Context: an optimization exercise on an open-source flow, tuned for small area and a short achievable clock period. The choices shown serve that exercise and are no tape-out recipe.
Where RTL was checked, it was by simulation tests only, not by an equivalence proof against the original.
Function not checked in run 1: the RTL went through the layout flow alone.

==> flow/design.v <==
`default_nettype none
package enigmaPkg;
    typedef logic [8-1:0] asciiChar;
    typedef logic [26-1:0] letterOneHot;
    typedef logic [5-1:0] rotorPos;
endpackage
`default_nettype wire
`timescale 1ns/1ps
`default_nettype none
module enigmaMachine (
    input  logic                load,
    input  logic                reset,
    input  logic                keyValid,
    input  logic                setPositions,
    input  enigmaPkg::asciiChar keyChar,
    input  enigmaPkg::rotorPos  startPosition1,
    input  enigmaPkg::rotorPos  startPosition2,
    input  enigmaPkg::rotorPos  startPosition3,
    output logic                outValid,
    output enigmaPkg::asciiChar outChar
);
    function automatic logic [4:0] lutPlugIn(input logic [4:0] v);
        case (v)
            5'd1: lutPlugIn = 5'd14;
            5'd2: lutPlugIn = 5'd18;
            5'd3: lutPlugIn = 5'd22;
            5'd4: lutPlugIn = 5'd12;
            5'd5: lutPlugIn = 5'd0;
            5'd6: lutPlugIn = 5'd7;
            5'd7: lutPlugIn = 5'd11;
            5'd8: lutPlugIn = 5'd5;
            5'd9: lutPlugIn = 5'd17;
            5'd10: lutPlugIn = 5'd25;
            5'd11: lutPlugIn = 5'd3;
            5'd12: lutPlugIn = 5'd8;
            5'd13: lutPlugIn = 5'd4;
            5'd14: lutPlugIn = 5'd20;
            5'd15: lutPlugIn = 5'd24;
            5'd16: lutPlugIn = 5'd13;
            5'd17: lutPlugIn = 5'd15;
            5'd18: lutPlugIn = 5'd21;
            5'd19: lutPlugIn = 5'd10;
            5'd20: lutPlugIn = 5'd23;
            5'd21: lutPlugIn = 5'd9;
            5'd22: lutPlugIn = 5'd16;
            5'd23: lutPlugIn = 5'd1;
            5'd24: lutPlugIn = 5'd6;
            5'd25: lutPlugIn = 5'd2;
            5'd26: lutPlugIn = 5'd19;
            default: lutPlugIn = 5'd0;
        endcase
    endfunction
    function automatic logic [4:0] lutR1Inv(input logic [4:0] v);
        case (v)
            5'd0: lutR1Inv = 5'd8;
            5'd1: lutR1Inv = 5'd5;
            5'd2: lutR1Inv = 5'd2;
            5'd3: lutR1Inv = 5'd25;
            5'd4: lutR1Inv = 5'd11;
            5'd5: lutR1Inv = 5'd24;
            5'd6: lutR1Inv = 5'd21;
            5'd7: lutR1Inv = 5'd1;
            5'd8: lutR1Inv = 5'd10;
            5'd9: lutR1Inv = 5'd7;
            5'd10: lutR1Inv = 5'd19;
            5'd11: lutR1Inv = 5'd17;
            5'd12: lutR1Inv = 5'd14;
            5'd13: lutR1Inv = 5'd18;
            5'd14: lutR1Inv = 5'd15;
            5'd15: lutR1Inv = 5'd0;
            5'd16: lutR1Inv = 5'd9;
            5'd17: lutR1Inv = 5'd4;
            5'd18: lutR1Inv = 5'd12;
            5'd19: lutR1Inv = 5'd20;
            5'd20: lutR1Inv = 5'd13;
            5'd21: lutR1Inv = 5'd16;
            5'd22: lutR1Inv = 5'd22;
            5'd23: lutR1Inv = 5'd6;
            5'd24: lutR1Inv = 5'd3;
            5'd25: lutR1Inv = 5'd23;
            5'd26: lutR1Inv = 5'd8;
            5'd27: lutR1Inv = 5'd5;
            5'd28: lutR1Inv = 5'd2;
            5'd29: lutR1Inv = 5'd25;
            5'd30: lutR1Inv = 5'd11;
            5'd31: lutR1Inv = 5'd24;
            default: lutR1Inv = 5'd0;
        endcase
    endfunction
    function automatic logic [4:0] lutR2Inv(input logic [4:0] v);
        case (v)
            5'd0: lutR2Inv = 5'd19;
            5'd1: lutR2Inv = 5'd13;
            5'd2: lutR2Inv = 5'd2;
            5'd3: lutR2Inv = 5'd20;
            5'd4: lutR2Inv = 5'd16;
            5'd5: lutR2Inv = 5'd10;
            5'd6: lutR2Inv = 5'd21;
            5'd7: lutR2Inv = 5'd14;
            5'd8: lutR2Inv = 5'd3;
            5'd9: lutR2Inv = 5'd11;
            5'd10: lutR2Inv = 5'd9;
            5'd11: lutR2Inv = 5'd15;
            5'd12: lutR2Inv = 5'd7;
            5'd13: lutR2Inv = 5'd0;
            5'd14: lutR2Inv = 5'd23;
            5'd15: lutR2Inv = 5'd4;
            5'd16: lutR2Inv = 5'd12;
            5'd17: lutR2Inv = 5'd18;
            5'd18: lutR2Inv = 5'd5;
            5'd19: lutR2Inv = 5'd1;
            5'd20: lutR2Inv = 5'd17;
            5'd21: lutR2Inv = 5'd25;
            5'd22: lutR2Inv = 5'd6;
            5'd23: lutR2Inv = 5'd22;
            5'd24: lutR2Inv = 5'd8;
            5'd25: lutR2Inv = 5'd24;
            5'd26: lutR2Inv = 5'd19;
            5'd27: lutR2Inv = 5'd13;
            5'd28: lutR2Inv = 5'd2;
            5'd29: lutR2Inv = 5'd20;
            5'd30: lutR2Inv = 5'd16;
            5'd31: lutR2Inv = 5'd10;
            default: lutR2Inv = 5'd0;
        endcase
    endfunction
    function automatic logic [4:0] lutR3Inv(input logic [4:0] v);
        case (v)
            5'd0: lutR3Inv = 5'd3;
            5'd1: lutR3Inv = 5'd1;
            5'd2: lutR3Inv = 5'd22;
            5'd3: lutR3Inv = 5'd7;
            5'd4: lutR3Inv = 5'd11;
            5'd5: lutR3Inv = 5'd8;
            5'd6: lutR3Inv = 5'd16;
            5'd7: lutR3Inv = 5'd15;
            5'd8: lutR3Inv = 5'd19;
            5'd9: lutR3Inv = 5'd18;
            5'd10: lutR3Inv = 5'd12;
            5'd11: lutR3Inv = 5'd23;
            5'd12: lutR3Inv = 5'd4;
            5'd13: lutR3Inv = 5'd0;
            5'd14: lutR3Inv = 5'd20;
            5'd15: lutR3Inv = 5'd5;
            5'd16: lutR3Inv = 5'd9;
            5'd17: lutR3Inv = 5'd24;
            5'd18: lutR3Inv = 5'd14;
            5'd19: lutR3Inv = 5'd13;
            5'd20: lutR3Inv = 5'd21;
            5'd21: lutR3Inv = 5'd10;
            5'd22: lutR3Inv = 5'd6;
            5'd23: lutR3Inv = 5'd17;
            5'd24: lutR3Inv = 5'd25;
            5'd25: lutR3Inv = 5'd2;
            5'd26: lutR3Inv = 5'd3;
            5'd27: lutR3Inv = 5'd1;
            5'd28: lutR3Inv = 5'd22;
            5'd29: lutR3Inv = 5'd7;
            5'd30: lutR3Inv = 5'd11;
            5'd31: lutR3Inv = 5'd8;
            default: lutR3Inv = 5'd0;
        endcase
    endfunction
    function automatic logic [4:0] lutRefl(input logic [4:0] v);
        case (v)
            5'd0: lutRefl = 5'd22;
            5'd1: lutRefl = 5'd20;
            5'd2: lutRefl = 5'd24;
            5'd3: lutRefl = 5'd9;
            5'd4: lutRefl = 5'd14;
            5'd5: lutRefl = 5'd16;
            5'd6: lutRefl = 5'd8;
            5'd7: lutRefl = 5'd15;
            5'd8: lutRefl = 5'd6;
            5'd9: lutRefl = 5'd3;
            5'd10: lutRefl = 5'd11;
            5'd11: lutRefl = 5'd10;
            5'd12: lutRefl = 5'd23;
            5'd13: lutRefl = 5'd25;
            5'd14: lutRefl = 5'd4;
            5'd15: lutRefl = 5'd7;
            5'd16: lutRefl = 5'd5;
            5'd17: lutRefl = 5'd18;
            5'd18: lutRefl = 5'd17;
            5'd19: lutRefl = 5'd21;
            5'd20: lutRefl = 5'd1;
            5'd21: lutRefl = 5'd19;
            5'd22: lutRefl = 5'd0;
            5'd23: lutRefl = 5'd12;
            5'd24: lutRefl = 5'd2;
            5'd25: lutRefl = 5'd13;
            5'd26: lutRefl = 5'd22;
            5'd27: lutRefl = 5'd20;
            5'd28: lutRefl = 5'd24;
            5'd29: lutRefl = 5'd9;
            5'd30: lutRefl = 5'd14;
            5'd31: lutRefl = 5'd16;
            default: lutRefl = 5'd0;
        endcase
    endfunction
    function automatic logic [4:0] lutR3(input logic [4:0] v);
        logic [31:0] hot;
        hot = 32'd1 << v;
        lutR3[0] = |(hot & 32'h9d86a5a7);
        lutR3[1] = |(hot & 32'h80d3f0e0);
        lutR3[2] = |(hot & 32'hc4338d71);
        lutR3[3] = |(hot & 32'hd69c1035);
        lutR3[4] = |(hot & 32'h13226644);
    endfunction
    function automatic logic [4:0] lutR2(input logic [4:0] v);
        case (v)
            5'd0: lutR2 = 5'd13;
            5'd1: lutR2 = 5'd19;
            5'd2: lutR2 = 5'd2;
            5'd3: lutR2 = 5'd8;
            5'd4: lutR2 = 5'd15;
            5'd5: lutR2 = 5'd18;
            5'd6: lutR2 = 5'd22;
            5'd7: lutR2 = 5'd12;
            5'd8: lutR2 = 5'd24;
            5'd9: lutR2 = 5'd10;
            5'd10: lutR2 = 5'd5;
            5'd11: lutR2 = 5'd9;
            5'd12: lutR2 = 5'd16;
            5'd13: lutR2 = 5'd1;
            5'd14: lutR2 = 5'd7;
            5'd15: lutR2 = 5'd11;
            5'd16: lutR2 = 5'd4;
            5'd17: lutR2 = 5'd20;
            5'd18: lutR2 = 5'd17;
            5'd19: lutR2 = 5'd0;
            5'd20: lutR2 = 5'd3;
            5'd21: lutR2 = 5'd6;
            5'd22: lutR2 = 5'd23;
            5'd23: lutR2 = 5'd14;
            5'd24: lutR2 = 5'd25;
            5'd25: lutR2 = 5'd21;
            5'd26: lutR2 = 5'd13;
            5'd27: lutR2 = 5'd19;
            5'd28: lutR2 = 5'd2;
            5'd29: lutR2 = 5'd8;
            5'd30: lutR2 = 5'd15;
            5'd31: lutR2 = 5'd18;
            default: lutR2 = 5'd0;
        endcase
    endfunction
    function automatic logic [4:0] lutR1(input logic [4:0] v);
        case (v)
            5'd0: lutR1 = 5'd15;
            5'd1: lutR1 = 5'd7;
            5'd2: lutR1 = 5'd2;
            5'd3: lutR1 = 5'd24;
            5'd4: lutR1 = 5'd17;
            5'd5: lutR1 = 5'd1;
            5'd6: lutR1 = 5'd23;
            5'd7: lutR1 = 5'd9;
            5'd8: lutR1 = 5'd0;
            5'd9: lutR1 = 5'd16;
            5'd10: lutR1 = 5'd8;
            5'd11: lutR1 = 5'd4;
            5'd12: lutR1 = 5'd18;
            5'd13: lutR1 = 5'd20;
            5'd14: lutR1 = 5'd12;
            5'd15: lutR1 = 5'd14;
            5'd16: lutR1 = 5'd21;
            5'd17: lutR1 = 5'd11;
            5'd18: lutR1 = 5'd13;
            5'd19: lutR1 = 5'd10;
            5'd20: lutR1 = 5'd19;
            5'd21: lutR1 = 5'd6;
            5'd22: lutR1 = 5'd22;
            5'd23: lutR1 = 5'd25;
            5'd24: lutR1 = 5'd5;
            5'd25: lutR1 = 5'd3;
            5'd26: lutR1 = 5'd15;
            5'd27: lutR1 = 5'd7;
            5'd28: lutR1 = 5'd2;
            5'd29: lutR1 = 5'd24;
            5'd30: lutR1 = 5'd17;
            5'd31: lutR1 = 5'd1;
            default: lutR1 = 5'd0;
        endcase
    endfunction
    function automatic logic [4:0] lutPlugOut(input logic [4:0] v);
        case (v)
            5'd0: lutPlugOut = 5'd5;
            5'd1: lutPlugOut = 5'd23;
            5'd2: lutPlugOut = 5'd25;
            5'd3: lutPlugOut = 5'd11;
            5'd4: lutPlugOut = 5'd13;
            5'd5: lutPlugOut = 5'd8;
            5'd6: lutPlugOut = 5'd24;
            5'd7: lutPlugOut = 5'd6;
            5'd8: lutPlugOut = 5'd12;
            5'd9: lutPlugOut = 5'd21;
            5'd10: lutPlugOut = 5'd19;
            5'd11: lutPlugOut = 5'd7;
            5'd12: lutPlugOut = 5'd4;
            5'd13: lutPlugOut = 5'd16;
            5'd14: lutPlugOut = 5'd1;
            5'd15: lutPlugOut = 5'd17;
            5'd16: lutPlugOut = 5'd22;
            5'd17: lutPlugOut = 5'd9;
            5'd18: lutPlugOut = 5'd2;
            5'd19: lutPlugOut = 5'd26;
            5'd20: lutPlugOut = 5'd14;
            5'd21: lutPlugOut = 5'd18;
            5'd22: lutPlugOut = 5'd3;
            5'd23: lutPlugOut = 5'd20;
            5'd24: lutPlugOut = 5'd15;
            5'd25: lutPlugOut = 5'd10;
            5'd26: lutPlugOut = 5'd5;
            5'd27: lutPlugOut = 5'd23;
            5'd28: lutPlugOut = 5'd25;
            5'd29: lutPlugOut = 5'd11;
            5'd30: lutPlugOut = 5'd13;
            5'd31: lutPlugOut = 5'd8;
            default: lutPlugOut = 5'd0;
        endcase
    endfunction
    function automatic logic [4:0] addBits(input logic [3:0] a, input logic [3:0] b, input logic cin);
        logic c;
        c = cin;
        for (int i = 0; i < 4; i++) begin
            addBits[i] = a[i] ^ b[i] ^ c;
            c = (a[i] & b[i]) | (c & (a[i] ^ b[i]));
        end
        addBits[4] = c;
    endfunction
    function automatic logic [4:0] addOff(input logic [4:0] a, input logic [4:0] b);
        logic [4:0] s;
        logic [4:0] t;
        s = addBits(a[4:1], b[4:1], 1'b0);
        t = addBits(s[3:0], {2'b00, s[4], s[4]}, 1'b0);
        addOff = {t[3:0], a[0] ^ b[0]};
    endfunction
    function automatic logic [4:0] subOff(input logic [4:0] a, input logic [4:0] b);
        logic [4:0] s;
        logic [4:0] t;
        s = addBits(a[4:1], ~b[4:1], 1'b1);
        t = addBits(s[3:0], {~s[4], ~s[4], 1'b0, ~s[4]}, 1'b0);
        subOff = {t[3:0], a[0] ^ b[0]};
    endfunction
    function automatic logic [4:0] sub26(input logic [4:0] a, input logic [4:0] b);
        logic [4:0] s;
        logic [4:0] t;
        s = addBits(a[4:1], ~b[4:1], 1'b1);
        t = addBits(s[3:0], 4'd13, 1'b0);
        sub26 = {s[4] ? s[3:0] : t[3:0], a[0] ^ b[0]};
    endfunction
    function automatic logic [4:0] neg26(input logic [4:0] b);
        neg26 = {4'(4'd13 - b[4:1]), b[0]};
    endfunction
    function automatic logic [4:0] wrap26(input logic [4:0] p);
        case (p)
            5'd0: wrap26 = 5'd0;
            5'd1: wrap26 = 5'd3;
            5'd2: wrap26 = 5'd4;
            5'd3: wrap26 = 5'd7;
            5'd4: wrap26 = 5'd8;
            5'd5: wrap26 = 5'd11;
            5'd6: wrap26 = 5'd12;
            5'd7: wrap26 = 5'd15;
            5'd8: wrap26 = 5'd16;
            5'd9: wrap26 = 5'd19;
            5'd10: wrap26 = 5'd20;
            5'd11: wrap26 = 5'd23;
            5'd12: wrap26 = 5'd24;
            5'd13: wrap26 = 5'd1;
            5'd14: wrap26 = 5'd2;
            5'd15: wrap26 = 5'd5;
            5'd16: wrap26 = 5'd6;
            5'd17: wrap26 = 5'd9;
            5'd18: wrap26 = 5'd10;
            5'd19: wrap26 = 5'd13;
            5'd20: wrap26 = 5'd14;
            5'd21: wrap26 = 5'd17;
            5'd22: wrap26 = 5'd18;
            5'd23: wrap26 = 5'd21;
            5'd24: wrap26 = 5'd22;
            5'd25: wrap26 = 5'd25;
            5'd26: wrap26 = 5'd0;
            5'd27: wrap26 = 5'd3;
            5'd28: wrap26 = 5'd4;
            5'd29: wrap26 = 5'd7;
            5'd30: wrap26 = 5'd8;
            5'd31: wrap26 = 5'd11;
            default: wrap26 = 5'd0;
        endcase
    endfunction
    function automatic logic [4:0] dec26(input logic [4:0] p);
        dec26 = {(p[4:1] == 4'd0) ? 4'd12 : 4'(p[4:1] - 4'd1), ~p[0]};
    endfunction
    function automatic logic [4:0] inc26(input logic [4:0] p);
        inc26 = {(p[4:1] == 4'd12) ? 4'd0 : 4'(p[4:1] + 4'd1), ~p[0]};
    endfunction
    localparam logic [4:0] LAST = 5'b11001;
    logic [4:0] p1, p2, p3;
    logic [4:0] d12, d23;
    logic       isLetter;
    logic       keyAccepted;
    logic       step1, carry1, carry2;
    assign isLetter    = (keyChar[7:5] == 3'b010) && (keyChar[4:0] != 5'd0) && (keyChar[4:0] <= 5'd26);
    assign keyAccepted = keyValid && !setPositions;
    assign step1       = keyAccepted && isLetter;
    assign carry1      = step1 && (p1 == LAST);
    assign carry2      = carry1 && (p2 == LAST);
    assign d12 = sub26(p1, p2);
    assign d23 = sub26(p2, p3);
    logic [4:0] s0, s1, s2, s3, s4, s5, s6, s7;
    logic [4:0] cipherIdx;
    logic [7:0] held;
    logic       heldLetter;
    logic [4:0] heldOff5;
    logic       p1Zero, p2Zero;
    logic [4:0] p1Old, d12Old, d23Old, p3Old;
    assign p1Zero = (p1 == 5'd0);
    assign p2Zero = (p2 == 5'd0);
    assign p1Old  = dec26(p1);
    assign d12Old = p1Zero ? d12 : dec26(d12);
    assign d23Old = (p1Zero && !p2Zero) ? dec26(d23) : d23;
    assign p3Old  = (p1Zero && p2Zero) ? dec26(p3) : p3;
    assign s0 = subOff(lutPlugIn(keyChar[4:0]), p1);
    assign s1 = addOff(lutR1Inv(s0), d12);
    assign s2 = addOff(lutR2Inv(s1), d23);
    assign s3 = addOff(lutR3Inv(s2), p3);
    assign s4 = subOff(lutRefl(s3), p3);
    always_ff @(posedge load) begin
        if (reset) begin
            outValid   <= 1'b0;
            held       <= '0;
            heldLetter <= 1'b0;
        end else begin
            outValid <= keyAccepted;
            if (keyAccepted) begin
                held       <= isLetter ? {3'b000, s4} : keyChar;
                heldLetter <= isLetter;
            end else if (setPositions && heldLetter) begin
                held       <= outChar;
                heldLetter <= 1'b0;
            end
        end
    end
    always_ff @(posedge load) begin
        if (step1) begin
            heldOff5 <= d23;
        end
    end
    assign s5 = subOff(lutR3(held[4:0]), heldOff5);
    assign s6 = subOff(lutR2(s5), d12Old);
    assign s7 = addOff(lutR1(s6), p1Old);
    assign cipherIdx = lutPlugOut(s7);
    assign outChar = heldLetter ? {3'b010, cipherIdx} : held;
    always_ff @(posedge load) begin
        if (reset) begin
            p1 <= '0;
            p2 <= '0;
            p3 <= '0;
        end else if (setPositions) begin
            p1 <= wrap26(startPosition1);
            p2 <= wrap26(startPosition2);
            p3 <= wrap26(startPosition3);
        end else begin
            if (step1)  p1 <= inc26(p1);
            if (carry1) p2 <= inc26(p2);
            if (carry2) p3 <= inc26(p3);
        end
    end
endmodule
`default_nettype wire
==> flow/flow/run.sh <==
#!/bin/bash
# Standard layout with these changes:
#  * synthesis: no ADDER_MAP_FILE, so Yosys extracts no half/full adder cells and ABC can
#    restructure the modulo-26 adders;
#  * synthesis: ABC maps with flow/abc_area_resyn.script (the ORFS area script preceded by
#    two rounds of AIG rewriting);
#  * placement: every port still gets its buffer, but as buf_2 (BUFFER_PORTS_ARGS) rather
#    than the slow delay-cell buffer the default choice ends up with.
# The synthesis script is synth_recipe.tcl with ORFS's synth.tcl inlined and only
# its abc call changed, so registers are mapped and named exactly as in the
# standard synthesis.  Each tool's log stays under orfs/logs; make's output is
# in make.log.
set -euo pipefail
here=$(pwd)
abc_script=$here/flow/abc_area_resyn.script
{
  head -n 1 synth_recipe.tcl
  sed "s|log_cmd abc {\*}\$abc_args|log_cmd abc -script $abc_script {*}[lrange \$abc_args 2 end]|" \
      "$FLOW_HOME/scripts/synth.tcl"
  tail -n +3 synth_recipe.tcl
} > synth_custom.tcl
grep -q "abc -script $abc_script" synth_custom.tcl
bash standard.sh BUFFER_PORTS_ARGS="-buffer_cell sky130_fd_sc_hd__buf_2" ADDER_MAP_FILE= SYNTH_SCRIPT="$here/synth_custom.tcl" finish > make.log 2>&1
==> flow/flow/abc_area_resyn.script <==
strash
balance; rewrite; refactor; balance; rewrite; rewrite -z; balance; refactor -z; rewrite -z; balance
balance; rewrite; refactor; balance; rewrite; rewrite -z; balance; refactor -z; rewrite -z; balance
dch
map -B 0.9
topo
stime -c
buffer -c
upsize -c
dnsize -c
==> flow/standard.sh <==
#!/bin/bash
# synth_recipe.tcl (not shown) runs the flow's synth.tcl, then flattens the netlist and writes it again
# the make line also repeats each setting of config.mk as NAME=value (left out here)
make -C /OpenROAD-flow-scripts/flow DESIGN_CONFIG=/design/flow/config.mk WORK_HOME=/design/flow/orfs CLKGATE_MAP_FILE= SYNTH_SCRIPT=/design/flow/synth_recipe.tcl "${@:-finish}"
==> flow/config.mk <==
export PLATFORM = sky130hd
export DESIGN_NAME = enigmaMachine
export DESIGN_NICKNAME = enigmaMachine
export VERILOG_FILES = /design/flow/design.v
export SDC_FILE = /design/flow/constraint.sdc
export NUM_CORES = 4
export LEC_CHECK = 0
export ABC_AREA = 1
export CAP_MARGIN = 20
export CORE_MARGIN = 2
export CORE_UTILIZATION = 20
export SLEW_MARGIN = 20
==> flow/constraint.sdc <==
create_clock -name core_clock -period 30.0 [get_ports {load}]
set_input_delay 6.0000 -clock core_clock [delete_from_list [all_inputs] [get_ports {load}]]
set_output_delay 6.0000 -clock core_clock [all_outputs]
set_load 0.01 [all_outputs]
==> flow_summary.json, run 1 <==
{
  "wire_per_inst_um": 11.3,
  "die_y_um": 181,
  "drt_wl_total_um": 18100,
  "vias_per_cell": 4.71,
  "final_cell_area_mm2": 0.00698,
  "grt_start_max_net_pins": 21,
  "worstHoldPathCells": 2,
  "rr_startpoint": "held[1]",
  "synthFlopType": "dfxtp_1",
  "port_buffers": 35,
  "timing.reg2reg.setup_slack_ps": 22360,
  "slew_headroom": 0.275,
  "antenna_cells": 0,
  "antenna_found_initial": 0,
  "syn_avg_cell_area_um2": 5.27,
  "final_cells": 1606,
  "drive_gt1_frac": 0.117,
  "clockBufferDepth": 2,
  "yosys.area_share.simple": 0.496,
  "rows": 64,
  "r2r-end": "held[4]",
  "syn_to_final_growth_pct": 12.0,
  "ant_nets": 0,
  "rr_worst_depth": 45,
  "synth_top_area_share": 0.210,
  "ys.warnings.count": 1,
  "cp_data_required_time_ps": 24000,
  "dieArea_mm2": 0.0326,
  "hold_viol_final": 0,
  "grt_pass1_wl_um": 30700,
  "synth.area.mux_share": 0,
  "yosys.area.top_type": "nand2_1",
  "clock-root-buffer": "clkbuf_16",
  "worstSetupPathType": "reg2out",
  "die_w_um": 181,
  "drt_iter0_markers": 506,
  "synth-compound-area-share": 0.205,
  "cts_tree": "yes",
  "gp_congestion": 0.909,
  "io_pins": 36,
  "core_region_area_mm2": 0.0307,
  "h-tree-depth": 2,
  "hold_path_startpoint": "held[5]",
  "timing.clock.skew_ps": 8.54,
  "rsz0062_at_grt": "false",
  "remaining_drc_errors": 0,
  "ys_seq_elements": 30,
  "slowest_delay_ps": 620,
  "synth.most_common_cell": "nand2_1",
  "vias": 7564,
  "grt_pass1_vias": 6812,
  "syn_area_mm2": 0.00623,
  "hpwl_um": 14900,
  "worst_slew_pin_slew_ps": 1080,
  "finalSetupViolCount": 0,
  "synth-edff-count": 5,
  "initial_core_util": 0.203,
  "fin_nets": 1236,
  "critPathCaptureType": "output port",
  "cpMostUsedCell": "nand2_1",
  "cts_made_buffers": 5,
  "synthAdderAreaFrac": 0,
  "dpl-instance-area_mm2": 0.00683,
  "drv_slew": 0,
  "grtUsageTotal": 0.109,
  "insertion_delay_ps": 280,
  "cp_max_fo": 13,
  "synth_top_family_by_area": "simple AND/OR/NAND/NOR gates",
  "worstPathArrival_ps": 7900,
  "ys_seq_area_frac": 0.104,
  "syn-num-nets": 1209,
  "synthCells": 1182,
  "cap_violations": 0,
  "cp-start-kind": "register",
  "synth.area.top_cells": "nand2_1 21%, nand3_1 11%, inv_1 8.9%",
  "fmax_ghz": 0.0719,
  "synth_top_cells_by_count": "349 x nand2_1, 148 x inv_1, 132 x nand3_1",
  "async_reset_ff_frac": 0,
  "cts_resized": 0,
  "yosysUniqueCellTypes": 58,
  "clkTransAtPathRegs_ps": 60,
  "synth-xor-area-share": 0.0791,
  "cp_slowest_cell": "o41ai_1",
  "fin_crit_ps": 13900,
  "fin_setup_tns_ps": 0,
  "placedCellCount": 1598,
  "hold_path_end": "held[5]",
  "cts_setup_buffers": 0,
  "cts_sinks": 30,
  "run_status": "complete, no violations",
  "period_share": 0.463,
  "grt-ovfl-total": 0,
  "hold_buffers": 0,
  "first_pass_iters": 6,
  "hold_path_class": "reg2reg"
}
-- metrics by stage --
stage          worst slack (ps)  utilization  hold slack [ps]
3_3_place_gp              16510        0.223              457
4_1_cts                   16100        0.228              468
2_1_floorplan             18020            -              444
3_5_place_dp              16440        0.223              459
5_1_grt                   15050        0.228              494
6_report                  16100        0.228              468
-- final cells by class --
cell class | instances | area (um2)
clock buffer | 6 | 139
clock inverter | 2 | 11.3
fill | 3447 | 23700
inverter | 173 | 653
multi-input combinational | 964 | 4860
sequential | 30 | 651
tap | 396 | 495
timing repair buffer | 35 | 175
-- routing by layer --
metal / share of wire / routed length, um / global-route usage
met1: 0.45 / 8240 / 0.141
met2: 0.46 / 8420 / 0.189
met5: 0 / 0 / 0
met4: 0.014 / 257 / 0.0242
met3: 0.066 / 1200 / 0.0168
-- flip-flops by register name, indices dropped and copies added (netlist names) --
| register | flops |
|---|---|
| p3 | 5 |
| p1 | 5 |
| held | 8 |
| p2 | 5 |
| heldLetter | 1 |
| outValid | 1 |
| heldOff5 | 5 |
-- worst max-delay path by stage --
stage                        from    endpoint  slack (ps)  cells past startpoint
after CTS                 held[1]  outChar[4]       16100                     46
after floorplan           held[0]  outChar[4]       18020                     49
final                     held[1]  outChar[4]       16100                     46
after global routing      held[0]  outChar[4]       15050                     49
after global placement    held[1]  outChar[4]       16510                     47
after detailed placement  held[1]  outChar[4]       16440                     46
-- layout by cell type, fill, tap and decap left out, drive strengths merged --
cell type and n:
a221oi 2, a21o 2, edfxtp 5, nand2 391, o41ai 1, a31o 1, a22oi 1, nand2b 1
nor3 13, nor2 121, nand3b 6, a211oi 3, a21boi 1, buf 35, a311oi 1, and2 2
o311ai 5, o21ai 98, o22ai 6, xor2 33, a21oi 57, a31oi 19, inv 170, o21bai 1
nand3 142, clkinv 5, nand4 9, or2 10, xnor2 16, nor4 1, clkbuf 6, o31ai 2
o21a 3, dfxtp 25, o221ai 3, o211ai 11, o2111ai 1, o32ai 1
-- cells by family after synthesis --
group | after synthesis
simple gates | 696
buf+inv | 188
flops | 30
xor+xnor | 49
compound gates | 219
-- critical path: cells and delay by family, from the launching register on --
| kind | cells | cell delay [ps] |
|---|---|---|
| xor+xnor | 3 | 990 |
| flops | 1 | 600 |
| simple gates | 28 | 3480 |
| compound gates | 10 | 1990 |
| buf+inv | 5 | 550 |
==> run 2, diff against run 1 <==
--- a/flow/design.v
+++ b/flow/design.v
@@ -23,2 +23,3 @@
         case (v)
+            5'd0: lutPlugIn = 5'd14;
             5'd1: lutPlugIn = 5'd14;
@@ -49,2 +50,7 @@
             5'd26: lutPlugIn = 5'd19;
+            5'd27: lutPlugIn = 5'd19;
+            5'd28: lutPlugIn = 5'd6;
+            5'd29: lutPlugIn = 5'd2;
+            5'd30: lutPlugIn = 5'd19;
+            5'd31: lutPlugIn = 5'd19;
             default: lutPlugIn = 5'd0;
@@ -80,8 +86,8 @@
             5'd25: lutR1Inv = 5'd23;
-            5'd26: lutR1Inv = 5'd8;
-            5'd27: lutR1Inv = 5'd5;
-            5'd28: lutR1Inv = 5'd2;
-            5'd29: lutR1Inv = 5'd25;
-            5'd30: lutR1Inv = 5'd11;
-            5'd31: lutR1Inv = 5'd24;
+            5'd26: lutR1Inv = 5'd3;
+            5'd27: lutR1Inv = 5'd23;
+            5'd28: lutR1Inv = 5'd3;
+            5'd29: lutR1Inv = 5'd23;
+            5'd30: lutR1Inv = 5'd3;
+            5'd31: lutR1Inv = 5'd23;
             default: lutR1Inv = 5'd0;
@@ -117,8 +123,8 @@
             5'd25: lutR2Inv = 5'd24;
-            5'd26: lutR2Inv = 5'd19;
-            5'd27: lutR2Inv = 5'd13;
-            5'd28: lutR2Inv = 5'd2;
-            5'd29: lutR2Inv = 5'd20;
-            5'd30: lutR2Inv = 5'd16;
-            5'd31: lutR2Inv = 5'd10;
+            5'd26: lutR2Inv = 5'd8;
+            5'd27: lutR2Inv = 5'd24;
+            5'd28: lutR2Inv = 5'd8;
+            5'd29: lutR2Inv = 5'd24;
+            5'd30: lutR2Inv = 5'd8;
+            5'd31: lutR2Inv = 5'd24;
             default: lutR2Inv = 5'd0;
@@ -154,8 +160,8 @@
             5'd25: lutR3Inv = 5'd2;
-            5'd26: lutR3Inv = 5'd3;
-            5'd27: lutR3Inv = 5'd1;
-            5'd28: lutR3Inv = 5'd22;
-            5'd29: lutR3Inv = 5'd7;
-            5'd30: lutR3Inv = 5'd11;
-            5'd31: lutR3Inv = 5'd8;
+            5'd26: lutR3Inv = 5'd25;
+            5'd27: lutR3Inv = 5'd2;
+            5'd28: lutR3Inv = 5'd25;
+            5'd29: lutR3Inv = 5'd2;
+            5'd30: lutR3Inv = 5'd25;
+            5'd31: lutR3Inv = 5'd2;
             default: lutR3Inv = 5'd0;
@@ -191,8 +197,8 @@
             5'd25: lutRefl = 5'd13;
-            5'd26: lutRefl = 5'd22;
-            5'd27: lutRefl = 5'd20;
-            5'd28: lutRefl = 5'd24;
-            5'd29: lutRefl = 5'd9;
-            5'd30: lutRefl = 5'd14;
-            5'd31: lutRefl = 5'd16;
+            5'd26: lutRefl = 5'd2;
+            5'd27: lutRefl = 5'd13;
+            5'd28: lutRefl = 5'd2;
+            5'd29: lutRefl = 5'd13;
+            5'd30: lutRefl = 5'd2;
+            5'd31: lutRefl = 5'd13;
             default: lutRefl = 5'd0;
@@ -201,9 +207,37 @@
     function automatic logic [4:0] lutR3(input logic [4:0] v);
-        logic [31:0] hot;
-        hot = 32'd1 << v;
-        lutR3[0] = |(hot & 32'h9d86a5a7);
-        lutR3[1] = |(hot & 32'h80d3f0e0);
-        lutR3[2] = |(hot & 32'hc4338d71);
-        lutR3[3] = |(hot & 32'hd69c1035);
-        lutR3[4] = |(hot & 32'h13226644);
+        case (v)
+            5'd0: lutR3 = 5'd13;
+            5'd1: lutR3 = 5'd1;
+            5'd2: lutR3 = 5'd25;
+            5'd3: lutR3 = 5'd0;
+            5'd4: lutR3 = 5'd12;
+            5'd5: lutR3 = 5'd15;
+            5'd6: lutR3 = 5'd22;
+            5'd7: lutR3 = 5'd3;
+            5'd8: lutR3 = 5'd5;
+            5'd9: lutR3 = 5'd16;
+            5'd10: lutR3 = 5'd21;
+            5'd11: lutR3 = 5'd4;
+            5'd12: lutR3 = 5'd10;
+            5'd13: lutR3 = 5'd19;
+            5'd14: lutR3 = 5'd18;
+            5'd15: lutR3 = 5'd7;
+            5'd16: lutR3 = 5'd6;
+            5'd17: lutR3 = 5'd23;
+            5'd18: lutR3 = 5'd9;
+            5'd19: lutR3 = 5'd8;
+            5'd20: lutR3 = 5'd14;
+            5'd21: lutR3 = 5'd20;
+            5'd22: lutR3 = 5'd2;
+            5'd23: lutR3 = 5'd11;
+            5'd24: lutR3 = 5'd17;
+            5'd25: lutR3 = 5'd24;
+            5'd26: lutR3 = 5'd17;
+            5'd27: lutR3 = 5'd24;
+            5'd28: lutR3 = 5'd17;
+            5'd29: lutR3 = 5'd24;
+            5'd30: lutR3 = 5'd17;
+            5'd31: lutR3 = 5'd24;
+            default: lutR3 = 5'd0;
+        endcase
     endfunction
@@ -237,8 +271,8 @@
             5'd25: lutR2 = 5'd21;
-            5'd26: lutR2 = 5'd13;
-            5'd27: lutR2 = 5'd19;
-            5'd28: lutR2 = 5'd2;
-            5'd29: lutR2 = 5'd8;
-            5'd30: lutR2 = 5'd15;
-            5'd31: lutR2 = 5'd18;
+            5'd26: lutR2 = 5'd25;
+            5'd27: lutR2 = 5'd21;
+            5'd28: lutR2 = 5'd25;
+            5'd29: lutR2 = 5'd21;
+            5'd30: lutR2 = 5'd25;
+            5'd31: lutR2 = 5'd21;
             default: lutR2 = 5'd0;
@@ -274,8 +308,8 @@
             5'd25: lutR1 = 5'd3;
-            5'd26: lutR1 = 5'd15;
-            5'd27: lutR1 = 5'd7;
-            5'd28: lutR1 = 5'd2;
-            5'd29: lutR1 = 5'd24;
-            5'd30: lutR1 = 5'd17;
-            5'd31: lutR1 = 5'd1;
+            5'd26: lutR1 = 5'd5;
+            5'd27: lutR1 = 5'd3;
+            5'd28: lutR1 = 5'd5;
+            5'd29: lutR1 = 5'd3;
+            5'd30: lutR1 = 5'd5;
+            5'd31: lutR1 = 5'd3;
             default: lutR1 = 5'd0;
@@ -311,8 +345,8 @@
             5'd25: lutPlugOut = 5'd10;
-            5'd26: lutPlugOut = 5'd5;
-            5'd27: lutPlugOut = 5'd23;
-            5'd28: lutPlugOut = 5'd25;
-            5'd29: lutPlugOut = 5'd11;
-            5'd30: lutPlugOut = 5'd13;
-            5'd31: lutPlugOut = 5'd8;
+            5'd26: lutPlugOut = 5'd15;
+            5'd27: lutPlugOut = 5'd10;
+            5'd28: lutPlugOut = 5'd15;
+            5'd29: lutPlugOut = 5'd10;
+            5'd30: lutPlugOut = 5'd15;
+            5'd31: lutPlugOut = 5'd10;
             default: lutPlugOut = 5'd0;
@@ -332,4 +366,6 @@
         logic [4:0] t;
+        logic       ge;
         s = addBits(a[4:1], b[4:1], 1'b0);
-        t = addBits(s[3:0], {2'b00, s[4], s[4]}, 1'b0);
+        ge = s[4] | (s[3] & s[2] & (s[1] | s[0]));
+        t = addBits(s[3:0], {2'b00, ge, ge}, 1'b0);
         addOff = {t[3:0], a[0] ^ b[0]};
@@ -413,3 +449,3 @@
     logic       heldLetter;
-    logic [4:0] heldOff5;
+    logic [4:0] heldOff4;
     logic       p1Zero, p2Zero;
@@ -426,3 +462,2 @@
     assign s3 = addOff(lutR3Inv(s2), p3);
-    assign s4 = subOff(lutRefl(s3), p3);
     always_ff @(posedge load) begin
@@ -435,3 +470,3 @@
             if (keyAccepted) begin
-                held       <= isLetter ? {3'b000, s4} : keyChar;
+                held       <= isLetter ? {3'b000, lutRefl(s3)} : keyChar;
                 heldLetter <= isLetter;
@@ -445,6 +480,7 @@
         if (step1) begin
-            heldOff5 <= d23;
+            heldOff4 <= p3;
         end
     end
-    assign s5 = subOff(lutR3(held[4:0]), heldOff5);
+    assign s4 = subOff(held[4:0], heldOff4);
+    assign s5 = subOff(lutR3(s4), d23Old);
     assign s6 = subOff(lutR2(s5), d12Old);
--- a/flow/flow/run.sh
+++ b/flow/flow/run.sh
@@ -5,3 +5,3 @@
 #  * synthesis: ABC maps with flow/abc_area_resyn.script (the ORFS area script preceded by
-#    two rounds of AIG rewriting);
+#    three rounds of AIG rewriting);
 #  * placement: every port still gets its buffer, but as buf_2 (BUFFER_PORTS_ARGS) rather
--- a/flow/flow/abc_area_resyn.script
+++ b/flow/flow/abc_area_resyn.script
@@ -1,2 +1,3 @@
 strash
+balance; rewrite; refactor; balance; rewrite; rewrite -z; balance; refactor -z; rewrite -z; balance
 balance; rewrite; refactor; balance; rewrite; rewrite -z; balance; refactor -z; rewrite -z; balance
==> run 2 against run 1 <==
  * Synthesized cell count rose by 3.6%
  * Register-to-register slack improved by 900 ps
  * Die area rose by 3.4%
  * Count of clock-buffer cells in the layout rose by 2
  * First-iteration DRC count rose by 25%
  * Cell area rose by 3.7%
  * Still clean
==> flow_summary.json, run 2 <==
{
  "run_status": "complete, no violations",
  "drt_iter0_markers": 631,
  "clkTransAtPathRegs_ps": 50,
  "drv_slew": 0,
  "hold_path_end": "held[7]",
  "syn_avg_cell_area_um2": 5.26,
  "grt_start_max_net_pins": 18,
  "path_buf_inv": 11,
  "cap_violations": 0,
  "fin_nets": 1286,
  "first_pass_iters": 6,
  "worstSetupPathType": "reg2out",
  "period_share": 0.435,
  "yosys.area.top_type": "nand2_1",
  "cp_max_fo": 10,
  "remaining_drc_errors": 0,
  "syn-num-nets": 1252,
  "yosysUniqueCellTypes": 58,
  "ys_seq_area_frac": 0.101,
  "async_reset_ff_frac": 0,
  "grt_pass1_wl_um": 31100,
  "slew_headroom": 0.409,
  "synth-edff-count": 5,
  "cp_data_required_time_ps": 24000,
  "gp_congestion": 0.922,
  "synth.area.top_cells": "nand2_1 24%, nand3_1 11%, inv_1 10%",
  "final_cell_mix": "417 x nand2_1, 175 x inv_1, 138 x nand3_1",
  "die_w_um": 184,
  "cts_resized": 0,
  "synth-xor-area-share": 0.0468,
  "largest_register_ffs": 8,
  "core_region_area_mm2": 0.0316,
  "wire_per_inst_um": 11.2,
  "cts_tree": "yes",
  "hold_viol_final": 0,
  "synth_top_cells_by_count": "417 x nand2_1, 175 x inv_1, 138 x nand3_1",
  "hpwl_um": 15500,
  "final_util": 0.229,
  "critPathCaptureType": "output port",
  "clockBufferDepth": 2,
  "synth-compound-area-share": 0.196,
  "final_common_cell": "nand2_1",
  "fillCellCount": 3578,
  "worst_slew_pin_slew_ps": 883,
  "ys_seq_elements": 30,
  "crit_family": "simple AND/OR/NAND/NOR gates",
  "cts_made_buffers": 5,
  "fmax_ghz": 0.0766,
  "cp_slowest_cell": "dfxtp_1",
  "antenna_found_initial": 0,
  "slowest_delay_ps": 350,
  "ant_nets": 0,
  "io_pins": 36,
  "drt_wl_total_um": 18600,
  "synth_top_family_by_area": "simple AND/OR/NAND/NOR gates",
  "synthFlopType": "dfxtp_1",
  "die_y_um": 184,
  "hold_path_startpoint": "held[7]",
  "multiInputGateArea_mm2": 0.00501,
  "grtUsageTotal": 0.108,
  "ys.warnings.count": 1,
  "r2r-end": "held[2]",
  "clock-root-buffer": "clkbuf_16",
  "yosys.area_share.simple": 0.534,
  "ff_latch_area_um2": 651,
  "finalSetupViolCount": 0,
  "antenna_cells": 0,
  "vias": 7731,
  "syn_area_mm2": 0.00645,
  "worstPathArrival_ps": 7050,
  "worstHoldPathCells": 2,
  "hold_buffers": 0,
  "vias_per_cell": 4.65,
  "timing.reg2reg.setup_slack_ps": 23260,
  "grt_pass1_vias": 6898,
  "cp-start-kind": "register",
  "synthAdderAreaFrac": 0,
  "fin_setup_tns_ps": 0,
  "synth.area.mux_share": 0,
  "port_buffers": 35,
  "syn_to_final_growth_pct": 12.2,
  "rr_worst_depth": 55,
  "cts_setup_buffers": 0,
  "rsz0062_at_grt": "false",
  "dieArea_mm2": 0.0337,
  "synthCells": 1225,
  "initial_core_util": 0.204,
  "rr_startpoint": "p1[1]",
  "synth_top_area_share": 0.243,
  "h-tree-depth": 2,
  "hold_path_class": "reg2reg",
  "timing.clock.skew_ps": 5.67,
  "rows": 65,
  "insertion_delay_ps": 280,
  "cts_sinks": 30,
  "synth.most_common_cell": "nand2_1",
  "largest-register": "held",
  "cpMostUsedCell": "nand2_1",
  "drive_gt1_frac": 0.145,
  "fin_crit_ps": 13050,
  "grt-ovfl-total": 0
}
run 2: cell types whose count changed after synthesis, moves of 6 or more:
cell,change
xnor2_1,-9
nand3_1,+6
o21ai_0,-31
nand3_2,+13
xor2_1,-6
nor2_1,-44
nand2_1,+68
inv_1,+27
nand2_2,+17
nor2_2,+8
run 2: stage by stage:
| stage | area (um2) | worst slack, ps | hold slack (ps) | instances |
|---|---|---|---|---|
| after floorplan | 6450 | 18450 | 460 | 1225 |
| final | 7240 | 16950 | 494 | 1662 |
| after global routing | 7240 | 16080 | 512 | 1662 |
| after detailed placement | 7090 | 17370 | 486 | 1654 |
| after CTS | 7240 | 17050 | 494 | 1662 |
| after global placement | 7090 | 17460 | 481 | 1654 |
run 2: how the worst max path moves through the flow:
stage	start	endpoint	slack (ps)	cells after the start
after floorplan	heldOff4[1]	outChar[1]	18450	56
after global placement	p1[1]	outChar[2]	17460	55
after detailed placement	p1[1]	outChar[2]	17370	58
after CTS	p1[1]	outChar[2]	17050	58
after global routing	heldOff4[2]	outChar[2]	16080	59
final	p1[1]	outChar[2]	16950	56
run 2: logic make-up (layout without fill, tap and decap cells):
group           after synthesis  after routing
simple gates                757            757
buf+inv                     209            244
compound gates              198            198
xor+xnor                     31             31
flops                        30             30
run 2: worst reg2reg max path, delay by kind of cell (launching register included):
family          cells  cell delay [ps]
simple gates       40             4650
compound gates      5              960
buf+inv            10              770
flops               1              350
run 2: area by class of cell:
class	count	area share
sequential	30	0.0899
clock buffer	8	0.0202
inverter	201	0.104
tap	402	0.0695
multi-input combinational	986	0.692
timing repair buffer	35	0.0242
run 2: layer usage:
metal / GRT usage / vias up / part of all wire
li1: - / 4051 / -
met1: 0.142 / 3453 / 0.45
met2: 0.193 / 206 / 0.48
met3: 0.00674 / 21 / 0.050
met4: 0.0246 / 0 / 0.016
met5: 0 / - / 0
==> run 3, diff against run 2 <==
--- a/flow/flow/run.sh
+++ b/flow/flow/run.sh
@@ -5,3 +5,3 @@
 #  * synthesis: ABC maps with flow/abc_area_resyn.script (the ORFS area script preceded by
-#    three rounds of AIG rewriting);
+#    two rounds of AIG rewriting, with a 5750 ps delay target for mapping and sizing);
 #  * placement: every port still gets its buffer, but as buf_2 (BUFFER_PORTS_ARGS) rather
==> flow/flow/abc_area_resyn.script (replaced) <==
strash
balance; rewrite; refactor; balance; rewrite; rewrite -z; balance; refactor -z; rewrite -z; balance
balance; rewrite; refactor; balance; rewrite; rewrite -z; balance; refactor -z; rewrite -z; balance
dch
map -B 0.9 -D 5750
topo
stime -c
buffer -c
upsize -c -D 5750
dnsize -c -D 5750
==> run 3 against run 2 <==
  * First-iteration DRC count decreased by 15%
  * Sequential share of layout area increased by 0.38 points
  * Fmax about the same
  * Synthesized cell count unchanged
  * Largest cell class unchanged
  * Worst hold slack improved by 12 ps
  * Cell count decreased by 0.54%
  * Sequential cell count unchanged
  * Count of clock-buffer cells in the layout decreased by 1
  * Global-route usage decreased by 0.092 points
  * Utilization decreased by 0.12 points
  * Still clean
  * Non-clock buffer count unchanged
==> flow_summary.json, run 3 <==
{
  "run_status": "complete, no violations",
  "drt_wl_total_um": 17700,
  "cts_tree": "yes",
  "antenna_found_initial": 0,
  "final_cells": 1653,
  "cts_setup_buffers": 0,
  "hold_buffers": 0,
  "hold_path_startpoint": "held[7]",
  "synth.area.top_cells": "nand2_1 27%, nand3_1 13%, inv_1 11%",
  "async_reset_ff_frac": 0,
  "finalSetupViolCount": 0,
  "first_pass_iters": 5,
  "cp-start-kind": "register",
  "syn_to_final_growth_pct": 12.5,
  "synthFlopType": "dfxtp_1",
  "yosys.area.top_type": "nand2_1",
  "vias_per_cell": 4.67,
  "cts_resized": 0,
  "cp_max_fo": 9,
  "clkTransAtPathRegs_ps": 50,
  "ant_nets": 0,
  "r2r-end": "held[0]",
  "cpMostUsedCell": "nand2_1",
  "drt_iter0_markers": 536,
  "setup_slack_ps": 16950,
  "cap_violations": 0,
  "clockBufferDepth": 2,
  "die_y_um": 180,
  "drive_gt1_frac": 0.0875,
  "wire_per_inst_um": 10.7,
  "rr_worst_depth": 54,
  "hold_viol_final": 0,
  "clock-root-buffer": "clkbuf_16",
  "final_util": 0.228,
  "synth.most_common_cell": "nand2_1",
  "synthCells": 1225,
  "placedCellCount": 1645,
  "largest-register": "held",
  "syn_avg_cell_area_um2": 5.04,
  "slowest_delay_ps": 390,
  "grtUsageTotal": 0.107,
  "remaining_drc_errors": 0,
  "cp_data_required_time_ps": 24000,
  "grt-ovfl-total": 0,
  "drv_slew": 0,
  "synth_top_cells_by_count": "447 x nand2_1, 179 x inv_1, 161 x nand3_1",
  "fin_nets": 1283,
  "die_w_um": 180,
  "synth-edff-count": 5,
  "rr_startpoint": "p1[1]",
  "antenna_cells": 0,
  "period_share": 0.435,
  "ys_seq_elements": 30,
  "io_pins": 36,
  "rows": 64,
  "pre_cts_ws_ps": 17060,
  "rsz0062_at_grt": "false",
  "worstHoldPathCells": 1,
  "hold_path_end": "held[7]",
  "vias": 7715,
  "grt_start_max_net_pins": 17,
  "fmax_ghz": 0.0766,
  "yosysUniqueCellTypes": 52,
  "grt_pass1_wl_um": 30600,
  "fin_crit_ps": 13050,
  "final_common_cell": "nand2_1",
  "fin_setup_tns_ps": 0,
  "initial_core_util": 0.202,
  "grt_pass1_vias": 6792,
  "insertion_delay_ps": 270,
  "hpwl_um": 14600,
  "ys.warnings.count": 1,
  "port_buffers": 35,
  "syn_area_mm2": 0.00617,
  "worst_slew_pin_slew_ps": 741,
  "largest_register_ffs": 8,
  "syn-num-nets": 1252,
  "timing.clock.skew_ps": 5.53,
  "timing.reg2reg.setup_slack_ps": 23040,
  "critPathCaptureType": "output port",
  "dieArea_mm2": 0.0323,
  "worstPathArrival_ps": 7050,
  "h-tree-depth": 2,
  "final_cell_mix": "447 x nand2_1, 179 x inv_1, 161 x nand3_1",
  "cp_slowest_cell": "dfxtp_1",
  "gp_congestion": 0.879,
  "worstSetupPathType": "reg2out",
  "hold_path_class": "reg2reg",
  "ys_seq_area_frac": 0.105,
  "synth_top_area_share": 0.272,
  "core_region_area_mm2": 0.0305,
  "cts_sinks": 30,
  "cts_made_buffers": 5,
  "slew_headroom": 0.504
}
==> run 3: cell count changes in the layout (fill, tap and decap cells not counted), sizes merged, moves of 3 or more <==
cell / before / now
a21oi: 64 / 61
a31oi: 14 / 11
a32o: 1 / 4
inv: 199 / 190
nand2: 474 / 479
nand3: 161 / 169
nor2: 87 / 84
o21ai: 70 / 73
or2: 7 / 4
xor2: 24 / 21
==> run 3: layout make-up <==
type	count	area, um2
clock buffers	7	143
clock inverters	1	5.00
fillers	3458	23600
inverters	190	713
multi-input cells	994	4760
flip-flops and latches	30	651
well taps	396	495
repair buffers	35	175
==> run 3: stage by stage <==
step	instance area [um2]	hold WS [ps]
2_1_floorplan	6170	477
3_3_place_gp	6800	488
3_5_place_dp	6800	497
4_1_cts	6940	508
5_1_grt	6940	532
6_report	6940	506
==> run 3: logic make-up (layout without fill, tap and decap cells) <==
group | count (synthesis) | count (layout) | share of synthesized area
and+or+nand+nor | 768 | 768 | 0.538
AOI/OAI and AO/OA | 198 | 198 | 0.192
buffers and inverters | 201 | 233 | 0.123
DFF | 30 | 30 | 0.105
xor gates and xnor gates | 28 | 28 | 0.0409
==> run 3: critical path, delay by kind of cell, from the launching register on <==
kind            cells  cell delay [ps]
compound gates      7              880
xor+xnor            1              360
buf+inv             6              670
flops               1              390
simple gates       44             4510
==> run 3: routing by layer <==
| layer | track usage | part of all wire | vias up |
|---|---|---|---|
| met4 | 0.0228 | 0.017 | 0 |
| li1 | - | - | 4059 |
| met5 | 0 | 0 | - |
| met2 | 0.182 | 0.46 | 207 |
| met1 | 0.147 | 0.48 | 3425 |
| met3 | 0.00972 | 0.047 | 24 |
==> run 3: worst max-delay path by stage <==
stage                startpoint         end  slack, ps  cells past startpoint
floorplan           heldOff4[1]  outChar[4]      18300                     50
global placement     keyChar[0]     held[0]      17160                     65
detailed placement   keyChar[0]     held[0]      17060                     63
CTS                     held[1]  outChar[2]      16970                     58
global route              p2[1]  outChar[2]      15800                     52
finish                  held[1]  outChar[2]      16950                     58
==> run 4, diff against run 3 <==
--- a/flow/flow/run.sh
+++ b/flow/flow/run.sh
@@ -5,3 +5,3 @@
 #  * synthesis: ABC maps with flow/abc_area_resyn.script (the ORFS area script preceded by
-#    two rounds of AIG rewriting, with a 5750 ps delay target for mapping and sizing);
+#    two rounds of AIG rewriting, with a 6000 ps delay target for mapping and sizing);
 #  * placement: every port still gets its buffer, but as buf_2 (BUFFER_PORTS_ARGS) rather
--- a/flow/flow/abc_area_resyn.script
+++ b/flow/flow/abc_area_resyn.script
@@ -4,3 +4,3 @@
 dch
-map -B 0.9 -D 5750
+map -B 0.9 -D 6000
 topo
@@ -8,3 +8,3 @@
 buffer -c
-upsize -c -D 5750
-dnsize -c -D 5750
+upsize -c -D 6000
+dnsize -c -D 6000
--- a/flow/config.mk
+++ b/flow/config.mk
@@ -11,2 +11,3 @@
 export CORE_UTILIZATION = 20
+export CTS_BUF_LIST = sky130_fd_sc_hd__clkbuf_2 sky130_fd_sc_hd__clkbuf_4
 export SLEW_MARGIN = 20
==> run 4 against run 3 <==
  * Worst hold slack better by 11 ps
  * Register-to-register slack worse by 250 ps
  * Wire length down 1.3%
  * Synthesized cell count stayed put
  * Largest cell class unchanged
==> flow_summary.json, run 4 <==
{
  "run_status": "complete, no violations",
  "fin_crit_ps": 13320,
  "ys.warnings.count": 1,
  "synth-compound-area-share": 0.193,
  "worstSetupPathType": "reg2out",
  "met3_usage": 0.00900,
  "grt_start_max_net_pins": 17,
  "synthAdderAreaFrac": 0,
  "grt-ovfl-total": 0,
  "synth.area.top_cells": "nand2_1 29%, nand3_1 14%, inv_1 12%",
  "hold_path_class": "reg2reg",
  "drt_iter0_markers": 607,
  "hold_path_startpoint": "held[7]",
  "largest_register_ffs": 8,
  "synthFlopType": "dfxtp_1",
  "cap_violations": 0,
  "cp_max_fo": 9,
  "synthCells": 1225,
  "antenna_cells": 0,
  "fin_setup_tns_ps": 0,
  "clkTransAtPathRegs_ps": 100,
  "grt_use_met1": 0.152,
  "fmax_ghz": 0.0751,
  "h-tree-depth": 2,
  "final_common_cell": "nand2_1",
  "cts_resized": 0,
  "slowest_delay_ps": 370,
  "grt_pass1_wl_um": 29700,
  "yosysUniqueCellTypes": 49,
  "finalSetupViolCount": 0,
  "rr_worst_depth": 53,
  "synth.area.mux_share": 0,
  "vias": 7705,
  "hold_path_end": "held[7]",
  "period_share": 0.444,
  "ys_seq_elements": 30,
  "cts_sinks": 30,
  "hpwl_um": 14600,
  "first_pass_iters": 5,
  "cp-start-kind": "register",
  "hold_viol_final": 0,
  "vias_per_cell": 4.68,
  "initial_core_util": 0.203,
  "insertion_delay_ps": 340,
  "rsz0062_at_grt": "false",
  "cp_slowest_cell": "dfxtp_1",
  "grt_pass1_vias": 6754,
  "core_region_area_mm2": 0.0297,
  "worst_slew_pin_slew_ps": 774,
  "yosys.area_share.simple": 0.532,
  "die_y_um": 178,
  "worstPathArrival_ps": 7320,
  "remaining_drc_errors": 0,
  "fin_nets": 1283,
  "worst_hold_slack_ps": 517,
  "crit_family": "simple AND/OR/NAND/NOR gates",
  "timing.reg2reg.setup_slack_ps": 22790,
  "r2r-end": "held[1]",
  "clock-root-buffer": "clkbuf_4",
  "antenna_found_initial": 0,
  "ant_nets": 0,
  "drive_gt1_frac": 0.0509,
  "drv_slew": 0,
  "worstHoldPathCells": 1,
  "cp_data_required_time_ps": 24000,
  "clockBufferDepth": 2,
  "busiest_layer": "met2",
  "hold_buffers": 0,
  "io_pins": 36,
  "timing.clock.skew_ps": 13.6,
  "largest-register": "held",
  "wire_per_inst_um": 10.6,
  "synth_top_area_share": 0.291,
  "cts_made_buffers": 5,
  "synth-xor-area-share": 0.0418,
  "cpMostUsedCell": "nand2_1",
  "drt_wl_total_um": 17500,
  "yosys.area.top_type": "nand2_1",
  "syn_avg_cell_area_um2": 4.94,
  "synth_top_family_by_area": "simple AND/OR/NAND/NOR gates",
  "synth_top_cells_by_count": "468 x nand2_1, 187 x inv_1, 168 x nand3_1",
  "port_buffers": 35,
  "rr_startpoint": "p1[1]",
  "syn-num-nets": 1252,
  "gp_congestion": 0.923,
  "slew_headroom": 0.482,
  "synth.most_common_cell": "nand2_1",
  "cts_setup_buffers": 0,
  "path_buf_inv": 6,
  "grtUsageTotal": 0.110,
  "async_reset_ff_frac": 0,
  "rows": 63,
  "critPathCaptureType": "output port",
  "ys_seq_area_frac": 0.108,
  "die_w_um": 178,
  "gr-usage-met2": 0.189,
  "synth-edff-count": 5,
  "syn_area_mm2": 0.00605,
  "final_cell_mix": "468 x nand2_1, 187 x inv_1, 168 x nand3_1",
  "syn_to_final_growth_pct": 11.1,
  "cts_tree": "yes",
  "dieArea_mm2": 0.0316
}
-- run 4: changes by cell type in the layout (fill, tap and decap cells not counted), sizes merged --
cell,previous run,this run
clkbuf,7,6
clkinv,1,2
-- run 4: how the worst max path moves through the flow --
stage,start,end,slack (ps),cells after the start
CTS,held[1],outChar[1],16800,57
finish,held[1],outChar[1],16680,57
detailed placement,keyChar[0],held[0],16770,60
global route,held[2],outChar[2],15450,58
floorplan,heldOff4[1],outChar[4],18160,49
global placement,keyChar[2],held[2],16660,58
-- run 4: kinds of logic (layout without fill, tap and decap cells) --
kind of cell	Yosys count	after routing
AO/OA/AOI/OAI	198	198
XOR/XNOR	28	28
buffers and inverters	201	233
flip-flops	30	30
AND/OR/NAND/NOR	768	768
-- run 4: stage by stage --
step           setup WS [ps]  instances  utilization  instance area [um2]
4_1_cts                16800       1647        0.226                 6720
3_5_place_dp           16770       1639        0.224                 6660
6_report               16680       1647        0.226                 6720
5_1_grt                15450       1647        0.226                 6720
2_1_floorplan          18160       1225            -                 6050
3_3_place_gp           16660       1639        0.224                 6660
-- run 4: routing by layer --
layer  vias to the layer above  part of all wire  wire length, um
met1                      3393              0.48             8350
met5                         -                 0                0
met2                       225              0.46             8050
met3                        22             0.053              929
li1                       4065                 -                -
met4                         0            0.0094              164
-- run 4: area by class of cell --
class / instances / area [um2]
Inverter: 190 / 713
Timing Repair Buffer: 35 / 175
Fill cell: 3352 / 23000
Sequential cell: 30 / 651
Clock inverter: 2 / 8.76
Tap cell: 390 / 488
Clock buffer: 6 / 45.0
Multi-Input combinational cell: 994 / 4640
==> run 5, diff against run 4 <==
--- a/flow/config.mk
+++ b/flow/config.mk
@@ -10,3 +10,3 @@
 export CORE_MARGIN = 2
-export CORE_UTILIZATION = 20
+export CORE_UTILIZATION = 35
 export CTS_BUF_LIST = sky130_fd_sc_hd__clkbuf_2 sky130_fd_sc_hd__clkbuf_4
==> run 5 against run 4 <==
  * Still clean
  * Critical path depth decreased by 1
  * First-iteration DRC count shrank 4.4%
  * Global-route usage grew 7.9 points
  * Fmax fell by 1.4%
  * Cell count shrank 10%
  * Clock skew increased by 0.77 ps
  * Setup slack lost 180 ps
  * Worst hold slack better by 4.7 ps
  * Synthesized cell count unchanged
  * Utilization up 15 points
  * Count of clock-buffer cells in the layout down 1
  * Cell area is 3.1% lower
==> flow_summary.json, run 5 <==
{
  "run_status": "complete, no violations",
  "largest_register_ffs": 8,
  "final_common_cell": "nand2_1",
  "synthFlopType": "dfxtp_1",
  "ys.warnings.count": 1,
  "placedCellCount": 1474,
  "worstSetupPathType": "reg2out",
  "setup_slack_ps": 16490,
  "vias": 7639,
  "rr_startpoint": "heldOff4[1]",
  "syn_to_final_growth_pct": 7.68,
  "remaining_drc_errors": 0,
  "largest-register": "held",
  "hold_path_end": "held[7]",
  "synth_top_cells_by_count": "468 x nand2_1, 187 x inv_1, 168 x nand3_1",
  "cts_sinks": 30,
  "worst_slew_pin_slew_ps": 809,
  "antenna_found_initial": 0,
  "drive_gt1_frac": 0.0509,
  "first_pass_iters": 6,
  "die_y_um": 135,
  "hold_buffers": 0,
  "cp_data_required_time_ps": 24000,
  "slowest_delay_ps": 460,
  "h-tree-depth": 2,
  "clock-root-buffer": "clkbuf_4",
  "syn_area_mm2": 0.00605,
  "antenna_cells": 0,
  "pre_cts_ws_ps": 16960,
  "hold_viol_final": 0,
  "cts_made_buffers": 5,
  "cp_slowest_cell": "edfxtp_1",
  "timing.reg2reg.setup_slack_ps": 22770,
  "drt_iter0_markers": 580,
  "drv_slew": 0,
  "yosys.area.top_type": "nand2_1",
  "rsz0062_at_grt": "false",
  "vias_per_cell": 5.15,
  "grt_pass1_wl_um": 29300,
  "synthCells": 1225,
  "cpMostUsedCell": "nand2_1",
  "final_cells": 1482,
  "synth.area.top_cells": "nand2_1 29%, nand3_1 14%, inv_1 12%",
  "path_buf_inv": 3,
  "ys_seq_elements": 30,
  "hpwl_um": 14300,
  "fin_crit_ps": 13510,
  "rows": 48,
  "clockBufferDepth": 2,
  "yosys.area_share.simple": 0.532,
  "hold_path_startpoint": "held[7]",
  "gp_congestion": 0.951,
  "synth_top_area_share": 0.291,
  "synthAdderAreaFrac": 0,
  "synth-edff-count": 5,
  "period_share": 0.450,
  "worstPathArrival_ps": 7510,
  "synth.most_common_cell": "nand2_1",
  "r2r-end": "held[3]",
  "cap_violations": 0,
  "fillCellCount": 1934,
  "port_buffers": 35,
  "cts_setup_buffers": 0,
  "timing.clock.skew_ps": 14.3,
  "dieArea_mm2": 0.0183,
  "clkTransAtPathRegs_ps": 110,
  "fin_setup_tns_ps": 0,
  "ant_nets": 0,
  "insertion_delay_ps": 330,
  "grtUsageTotal": 0.189,
  "crit_family": "simple AND/OR/NAND/NOR gates",
  "slew_headroom": 0.459,
  "yosysUniqueCellTypes": 49,
  "cp-start-kind": "register",
  "syn_avg_cell_area_um2": 4.94,
  "cp_max_fo": 10,
  "async_reset_ff_frac": 0,
  "initial_core_util": 0.353,
  "fmax_ghz": 0.0740,
  "wire_per_inst_um": 11.8,
  "drt_wl_total_um": 17500,
  "synth-compound-area-share": 0.193,
  "synth_top_family_by_area": "simple AND/OR/NAND/NOR gates",
  "fin_nets": 1283,
  "rr_worst_depth": 55,
  "synth.area.mux_share": 0,
  "die_w_um": 135,
  "io_pins": 36,
  "core_region_area_mm2": 0.0171,
  "ys_seq_area_frac": 0.108,
  "crit_start": "heldOff4[1]",
  "grt-ovfl-total": 0,
  "grt_start_max_net_pins": 17,
  "critPathCaptureType": "output port",
  "hold_path_class": "reg2reg",
  "final_cell_mix": "468 x nand2_1, 187 x inv_1, 168 x nand3_1",
  "syn-num-nets": 1252,
  "cts_tree": "yes",
  "grt_pass1_vias": 6613,
  "cts_resized": 0,
  "finalSetupViolCount": 0,
  "synth-xor-area-share": 0.0418,
  "worstHoldPathCells": 1
}
-- run 5: cell counts after synthesis --
Identical to the previous run, type by type.
-- run 5: worst max path at each step --
stage                     cells after the start  slack [ps]         end
final                                        56       16490  outChar[2]
after global routing                         57       15250  outChar[1]
after CTS                                    57       16560  outChar[2]
after detailed placement                     56       16960  outChar[2]
after global placement                       61       17000     held[0]
after floorplan                              49       18160  outChar[4]
-- run 5: logic make-up (layout without fill, tap and decap cells) --
family	after synthesis	after routing
simple gates	768	768
compound gates	198	198
flops	30	30
buf+inv	201	233
xor+xnor	28	28
-- run 5: final cells by class --
| type | count | area, um2 | share of cell area |
|---|---|---|---|
| multi-input combinational | 994 | 4640 | 0.712 |
| inverter | 190 | 713 | 0.110 |
| sequential | 30 | 651 | 0.0999 |
| tap | 225 | 282 | 0.0432 |
| timing repair buffer | 35 | 175 | 0.0269 |
| clock buffer | 5 | 37.5 | 0.00576 |
| clock inverter | 3 | 16.3 | 0.00250 |
-- run 5: layer usage --
layer	track usage	wire [um]
met1	0.250	8370
met2	0.327	8080
met3	0.0127	668
met4	0.0584	405
met5	0	0
-- run 5: through the flow --
step                hold WS [ps]  instance area, um2  utilization
CTS                          525                6510        0.380
floorplan                    477                6050            -
detailed placement           499                6460        0.377
finish                       522                6510        0.380
global placement             506                6460        0.377
global route                 534                6510        0.380

static timing again, ports no longer ideal:
In the flow no input, the clock included, has a driving cell. The finished layouts below were timed again as built, in two steps. Step 1 sets driving cells, clkbuf_16 on the clock port and buf_2 on the other inputs (assumed; they add their load-dependent delay and slew). Step 2 adds t to the input delays and takes it off the output delays; t is the mean of the earliest and latest rising clock arrival at the registers after step 1. Input paths then give back, and output paths get back, about the clock's delay inside the block. Three values: no drivers, after step 1, after step 2; two values: the first two.
run	t, ns	setup WS [ns]	slew at the worst register clock pin (ns)
run 1	0.318	16.099 / 16.061 / 16.379	0.06 / 0.06
run 2	0.300	16.948 / 16.920 / 17.220	0.05 / 0.05
run 3	0.306	16.945 / 16.908 / 17.006	0.05 / 0.05
run 4	0.366	16.678 / 16.644 / 16.680	0.11 / 0.11
run 5	0.354	16.493 / 16.463 / 16.782	0.11 / 0.11
After both steps setup and hold are still met in every run listed.
